Source: an optimization exercise on an open RTL-to-GDS flow (aim: small area). Production flows keep margins and buffers that such runs may drop.
At most, simulation tests tie the RTL to the original design; equivalence was not proved.
Power is estimated from default activity; no workload was simulated.

==> run a <==
==> flow/design.v <==
`timescale 1ns/10ps
module udp_echo_top (
    input  logic        clk,
    input  logic        reset,
    input  logic        miso,
    output logic        sck,
    output logic        mosi,
    output logic        ssel_n,
    input  logic [63:0] tx_data,
    output logic [63:0] rx_data,
    output logic        pkg_timeout
);
    localparam logic [31:0] msg_id = 32'h7469_7277;
    localparam logic [47:0] default_peer = {8'd192, 8'd168, 8'd10, 8'd2, 16'd2390};
    localparam logic [3:0] s_init = 4'd0, s_status = 4'd1, s_idle = 4'd2, s_rsr = 4'd3,
        s_pull = 4'd4, s_rd_lo = 4'd5, s_rd_hi = 4'd6, s_recv = 4'd7, s_dest = 4'd8,
        s_push = 4'd9, s_wr_lo = 4'd10, s_wr_hi = 4'd11, s_send = 4'd12,
        s_rd_lo_g = 4'd13, s_rd_hi_g = 4'd14, s_recv_g = 4'd15;
    localparam logic [32*32-1:0] init_rom = {32'h00030800, 32'h00110C56, 32'h00100C09, 32'h000F0C02, 32'h000E0C0A, 32'h000D0CA8, 32'h000C0CC0, 32'h00010C01, 32'h00050C56, 32'h00040C09, 32'h001F0C10, 32'h001E0C10, 32'h00000C02, 32'h00080400, 32'h000704FF, 32'h000604FF, 32'h000504FF, 32'h00040401, 32'h0003040A, 32'h000204A8, 32'h000104C0, 32'h001204C1, 32'h0011040A, 32'h001004A8, 32'h000F04C0, 32'h000E041C, 32'h000D04E3, 32'h000C04CC, 32'h000B04FA, 32'h000A04AF, 32'h000904AA, 32'h002E04D8};
    logic [3:0] state;
    logic waiting;
    logic done;
    logic [4:0] sub;         
    logic [3:0] poll_cnt;
    logic tx_request;
    logic [15:0] rd_ptr;
    logic [15:3] wr_ptr;
    logic [7:0] bit_cnt;
    logic sample_bit;
    logic match;
    logic [63:0] chain;
    logic [47:0] peer;
    logic peer_def;
    logic [31:0] rx_low;
    logic rx_valid;
    logic active;
    logic is_pull;
    logic is_push;
    logic is_cmd;
    logic last;
    logic issue;
    logic begin_frame;
    logic shift_en;
    logic rx_acc;
    logic commit;
    logic peer_load;
    logic [7:0] read_byte;
    logic size_ok;
    logic [31:0] cmdv;
    logic cmd_bit;
    logic [7:0] peer_byte;
    logic [47:0] peer_cur;
    assign active = !ssel_n;
    assign is_pull = (state == s_pull);
    assign is_push = (state == s_push);
    assign is_cmd = !is_pull && !is_push;
    assign last = is_pull ? (bit_cnt == 8'd152) : is_push ? (bit_cnt == 8'd88) : (bit_cnt == 8'd32);
    assign issue = !waiting && state != s_idle;
    assign begin_frame = waiting && !active && !done;
    assign rx_acc = (state == s_idle) && sub[1];
    assign commit = issue && state == s_rd_lo_g;
    assign read_byte = chain[7:0];
    assign size_ok = (read_byte == 8'd16);
    assign cmd_bit = cmdv[~bit_cnt[4:0]];
    assign mosi = active && !last &&
                  ((is_cmd || bit_cnt < 8'd24) ? cmd_bit : (is_push && chain[63]));
    assign shift_en = active && !last && sck &&
                      !(is_push && bit_cnt < 8'd24) &&
                      !(is_pull && bit_cnt >= 8'd88 && bit_cnt < 8'd120);
    assign peer_load = active && is_pull && bit_cnt == 8'd120 && !sck && match;
    assign peer_cur = peer_def ? default_peer : peer;
    always_comb begin
        case (sub[2:0])
            3'd0: peer_byte = peer_cur[47:40];
            3'd1: peer_byte = peer_cur[39:32];
            3'd2: peer_byte = peer_cur[31:24];
            3'd3: peer_byte = peer_cur[23:16];
            3'd4: peer_byte = peer_cur[15:8];
            default: peer_byte = peer_cur[7:0];
        endcase
    end
    always_comb begin
        case (state)
            s_init: cmdv = init_rom[32 * sub +: 32];
            s_status: cmdv = 32'h0003_0800;
            s_rsr: cmdv = 32'h0027_0800;
            s_pull: cmdv = {rd_ptr, 8'h18, 8'h00};
            s_rd_lo, s_rd_lo_g: cmdv = {16'h0029, 8'h0C, rd_ptr[7:0]};
            s_rd_hi, s_rd_hi_g: cmdv = {16'h0028, 8'h0C, rd_ptr[15:8]};
            s_recv, s_recv_g: cmdv = 32'h0001_0C40;
            s_dest: cmdv = {16'h000C + {13'd0, sub[2:0]}, 8'h0C, peer_byte};
            s_push: cmdv = {wr_ptr, 3'd0, 8'h14, 8'h00};
            s_wr_lo: cmdv = {16'h0025, 8'h0C, wr_ptr[7:3], 3'd0};
            s_wr_hi: cmdv = {16'h0024, 8'h0C, wr_ptr[15:8]};
            default: cmdv = 32'h0001_0C20;
        endcase
    end
    always_ff @(posedge clk) begin
        done <= 1'b0;
        if (reset) begin
            ssel_n <= 1'b1;
            sck <= 1'b0;
            bit_cnt <= '0;
        end else if (begin_frame) begin
            ssel_n <= 1'b0;
            sck <= 1'b0;
            bit_cnt <= '0;
        end else if (active) begin
            if (last) begin
                ssel_n <= 1'b1;
                done <= 1'b1;
            end else if (!sck) begin
                sck <= 1'b1;
                sample_bit <= miso;
            end else begin
                sck <= 1'b0;
                bit_cnt <= bit_cnt + 8'd1;
            end
        end
    end
    always_ff @(posedge clk) begin
        if (issue) begin
            chain <= tx_data;
        end else if (shift_en) begin
            chain <= {chain[62:0], sample_bit};
        end
    end
    always_ff @(posedge clk) begin
        if (issue) begin
            match <= 1'b1;
        end else if (active && sck && is_pull && bit_cnt >= 8'd88 && bit_cnt < 8'd120) begin
            match <= match && (sample_bit == msg_id[5'd23 - bit_cnt[4:0]]);
        end
    end
    always_ff @(posedge clk) begin
        if (reset) begin
            state <= s_init;
            waiting <= 1'b0;
            sub <= '0;
            poll_cnt <= '0;
            rd_ptr <= '0;
            wr_ptr <= '0;
            tx_request <= 1'b0;
        end else if (waiting) begin
            if (done) begin
                waiting <= 1'b0;
                case (state)
                    s_init: begin
                        sub <= sub + 5'd1;
                        if (sub == 5'd31) begin
                            state <= (read_byte == 8'h22) ? s_idle : s_status;
                        end
                    end
                    s_status: begin
                        if (read_byte == 8'h22) state <= s_idle;
                    end
                    s_rsr: begin
                        if (read_byte == 8'd0) begin
                            state <= s_idle;
                        end else if (size_ok) begin
                            state <= s_pull;
                        end else begin
                            rd_ptr <= rd_ptr + {8'd0, read_byte};
                            state <= s_rd_lo;
                        end
                    end
                    s_pull: begin
                        rd_ptr <= rd_ptr + 16'd16;
                        state <= s_rd_lo_g;
                    end
                    s_rd_lo: state <= s_rd_hi;
                    s_rd_hi: state <= s_recv;
                    s_rd_lo_g: state <= s_rd_hi_g;
                    s_rd_hi_g: state <= s_recv_g;
                    s_recv: state <= s_idle;
                    s_recv_g: state <= s_dest;
                    s_dest: begin
                        sub <= sub + 5'd1;
                        if (sub == 5'd5) state <= s_idle;
                    end
                    s_push: begin
                        wr_ptr <= wr_ptr + 13'd1;
                        state <= s_wr_lo;
                    end
                    s_wr_lo: state <= s_wr_hi;
                    s_wr_hi: state <= s_send;
                    default: begin
                        tx_request <= 1'b0;
                        state <= s_idle;
                    end
                endcase
            end
        end else if (state == s_idle) begin
            if (rx_acc) begin
                sub <= '0;
                tx_request <= 1'b1;
            end
            if (tx_request) begin
                state <= s_push;
            end else if (poll_cnt == 4'd10) begin
                poll_cnt <= '0;
                state <= s_rsr;
            end else begin
                poll_cnt <= poll_cnt + 4'd1;
            end
        end else begin
            waiting <= 1'b1;
        end
    end
    always_ff @(posedge clk) begin
        if (reset) begin
            peer_def <= 1'b1;
        end else if (peer_load) begin
            peer_def <= 1'b0;
        end
        if (peer_load) peer <= chain[63:16];
    end
    always_ff @(posedge clk) begin
        if (reset) begin
            rx_valid <= 1'b0;
            rx_low <= '0;
        end else if (commit && match) begin
            rx_valid <= 1'b1;
            rx_low <= chain[31:0];
        end
    end
    assign rx_data = {rx_valid ? msg_id : 32'd0, rx_low};
    localparam logic [22:0] lfsr_at_timeout = 23'h30F84F;
    logic [22:0] lfsr;
    always_ff @(posedge clk) begin
        if (reset || rx_acc) begin
            lfsr <= '0;
            pkg_timeout <= 1'b0;
        end else begin
            lfsr <= {lfsr[21:0], ~(lfsr[22] ^ lfsr[17])};
            if (lfsr == lfsr_at_timeout) pkg_timeout <= 1'b1;
        end
    end
endmodule
==> flow/run.sh <==
#!/bin/bash
# synth_recipe.tcl (not shown) runs the flow's synth.tcl, then flattens the netlist and writes it again
# the make line also repeats each setting of config.mk as NAME=value (left out here)
make -C /OpenROAD-flow-scripts/flow DESIGN_CONFIG=/design/flow/config.mk WORK_HOME=/design/flow/orfs CLKGATE_MAP_FILE= SYNTH_SCRIPT=/design/flow/synth_recipe.tcl finish
==> flow/config.mk <==
export PLATFORM = sky130hd
export DESIGN_NAME = udp_echo_top
export DESIGN_NICKNAME = udp_echo_top
export VERILOG_FILES = /design/flow/design.v
export SDC_FILE = /design/flow/constraint.sdc
export NUM_CORES = 4
export LEC_CHECK = 0
export CAP_MARGIN = 20
export CORE_MARGIN = 2
export CORE_UTILIZATION = 40
export SLEW_MARGIN = 20
==> flow/constraint.sdc <==
create_clock -name core_clock -period 5.0 [get_ports {clk}]
set_input_delay 1.0000 -clock core_clock [delete_from_list [all_inputs] [get_ports {clk}]]
set_output_delay 1.0000 -clock core_clock [all_outputs]
set_load 0.01 [all_outputs]
==> run b: changes against run a <==
--- a/flow/design.v
+++ b/flow/design.v
@@ -14,3 +14,3 @@
     localparam logic [47:0] default_peer = {8'd192, 8'd168, 8'd10, 8'd2, 16'd2390};
-    localparam logic [3:0] s_init = 4'd0, s_status = 4'd1, s_idle = 4'd2, s_rsr = 4'd3,
+    localparam logic [3:0] s_init = 4'd0, s_idle = 4'd2, s_rsr = 4'd3,
         s_pull = 4'd4, s_rd_lo = 4'd5, s_rd_hi = 4'd6, s_recv = 4'd7, s_dest = 4'd8,
@@ -28,3 +28,2 @@
     logic [7:0] bit_cnt;
-    logic sample_bit;
     logic match;
@@ -63,18 +62,37 @@
     assign size_ok = (read_byte == 8'd16);
-    assign cmd_bit = cmdv[~bit_cnt[4:0]];
+    assign cmd_bit = use_var ? var_byte[~bit_cnt[2:0]] : cmdv[~bit_cnt[4:0]];
     assign mosi = active && !last &&
                   ((is_cmd || bit_cnt < 8'd24) ? cmd_bit : (is_push && chain[63]));
-    assign shift_en = active && !last && sck &&
-                      !(is_push && bit_cnt < 8'd24) &&
-                      !(is_pull && bit_cnt >= 8'd88 && bit_cnt < 8'd120);
+    assign shift_en = active && !last &&
+                      (is_push ? (sck && bit_cnt >= 8'd24) :
+                       (!sck && !(is_pull && bit_cnt >= 8'd88 && bit_cnt < 8'd120)));
     assign peer_load = active && is_pull && bit_cnt == 8'd120 && !sck && match;
-    assign peer_cur = peer_def ? default_peer : peer;
     always_comb begin
         case (sub[2:0])
-            3'd0: peer_byte = peer_cur[47:40];
-            3'd1: peer_byte = peer_cur[39:32];
-            3'd2: peer_byte = peer_cur[31:24];
-            3'd3: peer_byte = peer_cur[23:16];
-            3'd4: peer_byte = peer_cur[15:8];
-            default: peer_byte = peer_cur[7:0];
+            3'd0: peer_byte = peer_def ? default_peer[47:40] : peer[47:40];
+            3'd1: peer_byte = peer_def ? default_peer[39:32] : peer[39:32];
+            3'd2: peer_byte = peer_def ? default_peer[31:24] : peer[31:24];
+            3'd3: peer_byte = peer_def ? default_peer[23:16] : peer[23:16];
+            3'd4: peer_byte = peer_def ? default_peer[15:8] : peer[15:8];
+            default: peer_byte = peer_def ? default_peer[7:0] : peer[7:0];
+        endcase
+    end
+    logic use_var;
+    logic var_hi;
+    logic [7:0] var_byte;
+    logic [7:0] wr_lo_byte;
+    assign wr_lo_byte = {wr_ptr[7:3], 3'd0};
+    assign var_hi = (is_pull || is_push) ? !bit_cnt[3] : (state == s_rd_hi || state == s_rd_hi_g || state == s_wr_hi);
+    always_comb begin
+        case (state)
+            s_pull, s_rd_lo, s_rd_hi, s_rd_lo_g, s_rd_hi_g: var_byte = var_hi ? rd_ptr[15:8] : rd_ptr[7:0];
+            s_push, s_wr_lo, s_wr_hi: var_byte = var_hi ? wr_ptr[15:8] : wr_lo_byte;
+            default: var_byte = peer_byte;
+        endcase
+    end
+    always_comb begin
+        case (state)
+            s_pull, s_push: use_var = !bit_cnt[4];
+            s_rd_lo, s_rd_hi, s_rd_lo_g, s_rd_hi_g, s_wr_lo, s_wr_hi, s_dest: use_var = bit_cnt[4] && bit_cnt[3];
+            default: use_var = 1'b0;
         endcase
@@ -84,12 +102,11 @@
             s_init: cmdv = init_rom[32 * sub +: 32];
-            s_status: cmdv = 32'h0003_0800;
             s_rsr: cmdv = 32'h0027_0800;
-            s_pull: cmdv = {rd_ptr, 8'h18, 8'h00};
-            s_rd_lo, s_rd_lo_g: cmdv = {16'h0029, 8'h0C, rd_ptr[7:0]};
-            s_rd_hi, s_rd_hi_g: cmdv = {16'h0028, 8'h0C, rd_ptr[15:8]};
+            s_pull: cmdv = 32'h0000_1800;
+            s_rd_lo, s_rd_lo_g: cmdv = 32'h0029_0C00;
+            s_rd_hi, s_rd_hi_g: cmdv = 32'h0028_0C00;
             s_recv, s_recv_g: cmdv = 32'h0001_0C40;
-            s_dest: cmdv = {16'h000C + {13'd0, sub[2:0]}, 8'h0C, peer_byte};
-            s_push: cmdv = {wr_ptr, 3'd0, 8'h14, 8'h00};
-            s_wr_lo: cmdv = {16'h0025, 8'h0C, wr_ptr[7:3], 3'd0};
-            s_wr_hi: cmdv = {16'h0024, 8'h0C, wr_ptr[15:8]};
+            s_dest: cmdv = {16'h000C + {13'd0, sub[2:0]}, 8'h0C, 8'h00};
+            s_push: cmdv = 32'h0000_1400;
+            s_wr_lo: cmdv = 32'h0025_0C00;
+            s_wr_hi: cmdv = 32'h0024_0C00;
             default: cmdv = 32'h0001_0C20;
@@ -113,3 +130,2 @@
                 sck <= 1'b1;
-                sample_bit <= miso;
             end else begin
@@ -124,3 +140,3 @@
         end else if (shift_en) begin
-            chain <= {chain[62:0], sample_bit};
+            chain <= {chain[62:0], miso};
         end
@@ -130,4 +146,4 @@
             match <= 1'b1;
-        end else if (active && sck && is_pull && bit_cnt >= 8'd88 && bit_cnt < 8'd120) begin
-            match <= match && (sample_bit == msg_id[5'd23 - bit_cnt[4:0]]);
+        end else if (active && !sck && is_pull && bit_cnt >= 8'd88 && bit_cnt < 8'd120) begin
+            match <= match && (miso == msg_id[5'd23 - bit_cnt[4:0]]);
         end
@@ -148,9 +164,4 @@
                     s_init: begin
-                        sub <= sub + 5'd1;
-                        if (sub == 5'd31) begin
-                            state <= (read_byte == 8'h22) ? s_idle : s_status;
-                        end
-                    end
-                    s_status: begin
-                        if (read_byte == 8'h22) state <= s_idle;
+                        if (sub != 5'd31 || read_byte == 8'h22) sub <= sub + 5'd1;
+                        if (sub == 5'd31 && read_byte == 8'h22) state <= s_idle;
                     end
==> flow/flow/run.sh (new file) <==
#!/bin/bash
# Own layout flow: the standard flow (standard.sh) with an area-oriented ABC
# script, a clock tree without dummy loads, and small port buffers.
set -euo pipefail
WORK=$(pwd)
# A copy of ORFS's scripts whose only change is the ABC mapping script
rm -rf "$WORK/scripts_mod"
cp -r "$FLOW_HOME/scripts" "$WORK/scripts_mod"
cp "$WORK/flow/abc.script" "$WORK/scripts_mod/abc_speed.script"
export SCRIPTS_DIR="$WORK/scripts_mod"
export CTS_ARGS="-sink_clustering_enable -repair_clock_nets -dont_use_dummy_load -buf_list sky130_fd_sc_hd__clkbuf_2 -sink_clustering_size 10"
export BUFFER_PORTS_ARGS="-buffer_cell sky130_fd_sc_hd__buf_1"
bash standard.sh > "$WORK/standard_flow.log" 2>&1
==> flow/flow/abc.script (new file) <==
strash
&get -n
&fraig -x
&put
scorr
dc2
strash
&get -n
&deepsyn -T 60
&dch -f
&nf -R 1000
&put
==> flow/standard.sh (new file) <==
#!/bin/bash
# synth_recipe.tcl (not shown) runs the flow's synth.tcl, then flattens the netlist and writes it again
# the make line also repeats each setting of config.mk as NAME=value (left out here)
make -C /OpenROAD-flow-scripts/flow DESIGN_CONFIG=/design/flow/config.mk WORK_HOME=/design/flow/orfs CLKGATE_MAP_FILE= SYNTH_SCRIPT=/design/flow/synth_recipe.tcl "${@:-finish}"
removed: flow/run.sh
==> run c: changes against run a <==
- CTS_BUF_LIST: unset -> sky130_fd_sc_hd__clkbuf_4
==> summary of the runs <==
In run b the combinational power is smaller than in run a, by 19%.
Clock-buffer cell count, lowest first: run a, run b, run c.
Sequential share of layout area: run b > run c > run a.
First-iteration DRC count, highest first: run a, run c, run b.
Between run c and run b, the lower global-route usage is in run b (gap 0.59 points).
Of run c and run b, run c has the higher total power (gap 27%, measured against run b).
In sequential power, run c and run b hardly differ.
Against run c, the clock power of run b is smaller by about 47%.
Via count, highest first: run c, run a, run b.
No functional check of the RTL was part of run b.

separate check: timing with driven ports:
No port has a modelled driver above. Below, the same layouts with a new extraction and two added sets of constraints. Step 1 (the two cells are an assumption about what drives the block):
set clk [get_ports {clk}]
set_driving_cell -lib_cell sky130_fd_sc_hd__clkbuf_16 $clk
set_driving_cell -lib_cell sky130_fd_sc_hd__buf_2 [delete_from_list [all_inputs] $clk]
Step 2 times the ports against the registers' clock, not the clock port: input delays grow and output delays shrink by t, the midpoint of the rising clock arrivals with the driver on. Slacks: ideal / step 1 / step 2; pairs: ideal / step 1.
run | t, ns | slack for setup (ns) | clock arrival spread, ns | slew at the worst register clock pin (ns)
run a | 0.599 | 0.200 / 0.152 / 0.751 | 0.022 / 0.021 | 0.07 / 0.07
run b | 0.831 | 0.273 / 0.231 / 1.062 | 0.120 / 0.120 | 0.11 / 0.11
run c | 0.700 | 0.205 / 0.163 / 0.863 | 0.069 / 0.069 | 0.07 / 0.07
After both steps setup and hold are still met in every run listed.
